This design comes from an exercise in tuning for small area, a short achievable clock period and few clock cycles per item on the open sky130 flow, not from production work.
Where RTL was checked, it was by simulation tests only, not by an equivalence proof against the original.

== rev 12 ==
==> module bridgeTop, before the edit <==
module bridgeTop (
  input  wire         pclk,
  input  wire         preset_n,
  input  wire         awvalid,
  output logic        awready,
  input  wire  [31:0] awaddr,
  input  wire  [7:0]  awid,
  input  wire  [7:0]  awlen,
  input  wire  [1:0]  awburst,
  input  wire  [2:0]  awprot,
  input  wire         wvalid,
  output logic        wready,
  input  wire  [31:0] wdata,
  input  wire  [3:0]  wstrb,
  input  wire         arvalid,
  output logic        arready,
  input  wire  [31:0] araddr,
  input  wire  [7:0]  arid,
  input  wire  [7:0]  arlen,
  input  wire  [1:0]  arburst,
  input  wire  [2:0]  arprot,
  output logic        rvalid,
  input  wire         rready,
  output logic [31:0] rdata,
  output logic [1:0]  rresp,
  output logic [7:0]  rid,
  output logic        rlast,
  output logic        bvalid,
  input  wire         bready,
  output logic [1:0]  bresp,
  output logic [7:0]  bid,
  output logic [31:0] paddr,
  output logic [31:0] pwdata,
  output logic [3:0]  pstrb,
  output logic [2:0]  pprot,
  output logic        pwrite,
  output logic        penable,
  output logic [3:0]  psel,
  input  wire  [3:0]  pready,
  input  wire  [3:0]  pslverr,
  input  wire  [127:0] prdata
);
  logic        act;
  logic        turn;       
  logic        oom;        
  logic        incr;
  logic [7:0]  cnt;        
  logic        doneQ;      
  logic        wHave;      
  logic [14:0] addr;
  logic        wr;         
  logic        rAcc;       
  logic        wFree;      
  logic        wFreeN;
  logic        last;
  logic        takeW;
  logic        takeR;
  logic        sel;        
  logic        serr;
  logic [31:0] sdata;
  logic        done;
  logic        go;
  logic        wTake;
  logic        actN;
  logic        turnN;
  logic        wHaveN;
  logic        rvalidN;
  logic        bvalidN;
  logic        awOom;
  logic        arOom;
  assign last  = (cnt == 8'd0);
  assign awOom = (awaddr[31:14] != 18'd0);
  assign arOom = (araddr[31:14] != 18'd0);
  assign takeW = awready && awvalid;
  assign takeR = arready && arvalid;
  assign wTake = wready && wvalid;
  always_comb begin
    sel   = 1'b0;
    serr  = 1'b0;
    sdata = 32'd0;
    for (int s = 0; s < 4; s++) begin
      sel   = sel   | (psel[s] & pready[s]);
      serr  = serr  | (psel[s] & pslverr[s]);
      sdata = sdata | ({32{psel[s]}} & prdata[32*s +: 32]);
    end
  end
  assign done = act && penable && (oom || sel);
  assign go   = act && !penable &&
                (wr ? (wHave && (!last || !bvalid || bready))
                    : (!rvalid || rready));
  assign wFree = !wHave && !rvalid && act && wr && !penable;
  assign rdata = pwdata;
  assign paddr = {17'd0, addr};
  always_comb begin
    actN    = (act && !(done && last)) || takeW || takeR;
    turnN   = act ? turn : !turn;
    wHaveN  = wTake || (wHave && !(done && wr));
    rvalidN = (done && !wr) || (rvalid && !rready);
    bvalidN = (done && wr && last) || (bvalid && !bready);
    wFreeN  = !wHaveN && !rvalidN && actN && (act ? wr : takeW) &&
              !(penable ? !done : go);
  end
  always_ff @(posedge pclk or negedge preset_n) begin
    if (!preset_n) begin
      act     <= 1'b0;
      turn    <= 1'b0;
      penable <= 1'b0;
      psel    <= 4'd0;
      rAcc    <= 1'b0;
      wHave   <= 1'b0;
      rvalid  <= 1'b0;
      bvalid  <= 1'b0;
      awready <= 1'b0;
      arready <= 1'b0;
      wready  <= 1'b0;
    end else begin
      act     <= actN;
      turn    <= turnN;
      wHave   <= wHaveN;
      rvalid  <= rvalidN;
      bvalid  <= bvalidN;
      awready <= !actN && turnN && !bvalidN;
      arready <= !actN && !turnN && !rvalidN;
      wready  <= wFreeN;
      if (!act) begin
        psel <= (takeW || takeR) && !(turn ? awOom : arOom)
              ? 4'b0001 << (turn ? awaddr[13:12] : araddr[13:12]) : 4'd0;
      end
      if (go) begin
        penable <= 1'b1;
        rAcc    <= !wr;
      end
      if (done) begin
        penable <= 1'b0;
        rAcc    <= 1'b0;
        if (last) begin
          psel <= 4'd0;
        end
      end
    end
  end
  always_ff @(posedge pclk) begin
    if (!act) begin
      wr     <= turn;
      pwrite <= awready;
      oom    <= turn ? awOom : arOom;
      incr   <= turn ? (awburst == 2'd1) : (arburst == 2'd1);
      cnt    <= turn ? awlen : arlen;
      pprot  <= turn ? awprot : arprot;
      addr   <= {1'b0, turn ? awaddr[13:0] : araddr[13:0]};
    end else begin
      if (doneQ) cnt <= cnt - 8'd1;
      if (done && incr) begin
        addr[14:2] <= addr[14:2] + 13'd1;
      end
    end
    doneQ <= done;
    if (!act && turn && !bvalid) begin
      bid   <= awid;
      bresp <= 2'd0;
    end else if (done && wr) begin
      bresp <= bresp | {oom | serr, oom};
    end
    if (!act && !turn && !rvalid) begin
      rid <= arid;
    end
    if (wFree) begin
      pwdata <= wdata;
      pstrb  <= wstrb;
    end else if (arready) begin
      pstrb  <= 4'd0;
    end
    if (rAcc) begin
      pwdata <= sdata;
      rresp  <= {oom | serr, oom};
      rlast  <= last;
    end
  end
endmodule
export LEC_CHECK = 0
export CAP_MARGIN = 20
export CORE_MARGIN = 2
export CORE_UTILIZATION = 40
export PLACE_DENSITY = 0.75
export SETUP_SLACK_MARGIN = 2.9
export SLEW_MARGIN = 20
create_clock -name core_clock -period 5.0 [get_ports {pclk}]
standard.sh (not shown) runs the stock make flow with config.mk's settings and CLKGATE_MAP_FILE= SYNTH_SCRIPT=/design/flow/synth_recipe.tcl, a recipe that flattens the netlist after the stock synthesis.
==> flow/flow/run.sh <==
#!/bin/bash
# standard ORFS layout (the standard.sh, standard synthesis unchanged),
# with every port buffered by the smallest buffer instead of a delay buffer,
# and no dummy loads in the clock tree
set -euo pipefail
export CTS_ARGS="-sink_clustering_enable -repair_clock_nets -dont_use_dummy_load"
bash standard.sh "BUFFER_PORTS_ARGS=-buffer_cell sky130_fd_sc_hd__buf_1" finish > standard.log 2>&1
Testbench counts of rev 12, summed over its fixed seeds: cycles 10,018, beats 2,933.
### rev 12 -> rev 13
--- a/flow/design.v
+++ b/flow/design.v
@@ -48,11 +48,13 @@
   logic        incr;
   logic [7:0]  cnt;        
-  logic        doneQ;      
   logic        wHave;      
   logic [14:0] addr;
   logic        wr;         
   logic        rAcc;       
-  logic        wFree;      
-  logic        wFreeN;
+  logic [31:0] wbD;        
+  logic [3:0]  wbS;
+  logic        wbFull;
+  logic        wbFullN;
+  logic        moveW;      
   logic        last;
   logic        takeW;
@@ -91,5 +93,7 @@
                 (wr ? (wHave && (!last || !bvalid || bready))
                     : (!rvalid || rready));
-  assign wFree = !wHave && !rvalid && act && wr && !penable;
+  assign moveW = wbFull && (!rvalid || rready) &&
+                 (act ? (wr && (penable ? (done && !last) : !wHave))
+                      : (turn && !wHave));
   assign rdata = pwdata;
   assign paddr = {17'd0, addr};
@@ -97,9 +101,8 @@
     actN    = (act && !(done && last)) || takeW || takeR;
     turnN   = act ? turn : !turn;
-    wHaveN  = wTake || (wHave && !(done && wr));
+    wHaveN  = moveW || (wHave && !(done && wr));
+    wbFullN = wTake || (wbFull && !moveW);
     rvalidN = (done && !wr) || (rvalid && !rready);
     bvalidN = (done && wr && last) || (bvalid && !bready);
-    wFreeN  = !wHaveN && !rvalidN && actN && (act ? wr : takeW) &&
-              !(penable ? !done : go);
   end
   always_ff @(posedge pclk or negedge preset_n) begin
@@ -116,4 +119,5 @@
       arready <= 1'b0;
       wready  <= 1'b0;
+      wbFull  <= 1'b0;
     end else begin
       act     <= actN;
@@ -123,6 +127,7 @@
       bvalid  <= bvalidN;
       awready <= !actN && turnN && !bvalidN;
-      arready <= !actN && !turnN && !rvalidN;
-      wready  <= wFreeN;
+      arready <= !actN && !turnN && !rvalidN && !wHaveN;
+      wbFull  <= wbFullN;
+      wready  <= !wbFullN;
       if (!act) begin
         psel <= (takeW || takeR) && !(turn ? awOom : arOom)
@@ -151,11 +156,10 @@
       pprot  <= turn ? awprot : arprot;
       addr   <= {1'b0, turn ? awaddr[13:0] : araddr[13:0]};
-    end else begin
-      if (doneQ) cnt <= cnt - 8'd1;
-      if (done && incr) begin
+    end else if (done) begin
+      cnt <= cnt - 8'd1;
+      if (incr) begin
         addr[14:2] <= addr[14:2] + 13'd1;
       end
     end
-    doneQ <= done;
     if (!act && turn && !bvalid) begin
       bid   <= awid;
@@ -167,7 +171,11 @@
       rid <= arid;
     end
-    if (wFree) begin
-      pwdata <= wdata;
-      pstrb  <= wstrb;
+    if (wready) begin
+      wbD <= wdata;
+      wbS <= wstrb;
+    end
+    if (moveW) begin
+      pwdata <= wbD;
+      pstrb  <= wbS;
     end else if (arready) begin
       pstrb  <= 4'd0;
Results
Diff rev 12 -> rev 13: area growth from synthesis to layout up 2.3 points, number of cells produced by synthesis rose 41. In the metrics for rev 12 and rev 13, the one carrying the lower worst slack at placement is rev 12. | core occupancy in the finished layout | lower: rev 12 |. Higher actual slew at the worst max-slew pin among rev 12 and rev 13: rev 13. Looking at cell area reported after detailed placement, rev 13 sits about 16% above rev 12. The worst setup path endpoint comes out psel[1] in one run and pwdata[5] in the other, namely in rev 12 and rev 13 respectively. Diff rev 12 -> rev 13: final non-filler cell area went up about 20%, count of cell instances traversed by the critical path grew by 5, floorplan die area shows an increase of 19%. Rev 13 | stages: all done | timing, DRC, antenna: all pass. Looking only at post-synthesis share of cell area spent on full adders, half adders and majority gates, and setting everything else aside, the higher value of rev 12 and rev 13 goes to rev 12.
For rev 13, only the layout was checked, not whether the RTL still works.

-- re-timing with driven ports --
The flow's constraints put no driver on any port. The routed layouts listed below were extracted and timed again, unchanged, in two steps. Step 1 sets driving cells, clkbuf_16 on the clock port and buf_2 on the other inputs (assumed; they add their load-dependent delay and slew). Step 2, shift: input delay + t, output delay - t, t = (earliest + latest rising clock arrival at the registers) / 2. This alone moves slack from input paths to output paths. Three values: ideal ports, drivers, drivers and shift; two values: the first two.
| run | t (ns) | setup slack, ns | hold WS [ns] | worst setup path at the end | cell pins on the clock port's net |
|---|---|---|---|---|---|
| rev 12 | 0.377 | 2.922 / 2.883 / 2.628 | 0.479 / 0.479 / 0.479 | input to register | 1 |
| rev 13 | 0.442 | 2.827 / 2.811 / 2.369 | 0.487 / 0.487 / 0.487 | input to register | 1 |
After both steps setup and hold are still met in every run listed. The setup slack of rev 13, which loses most, moves by -0.016 ns with the drivers and by -0.458 ns with both steps.
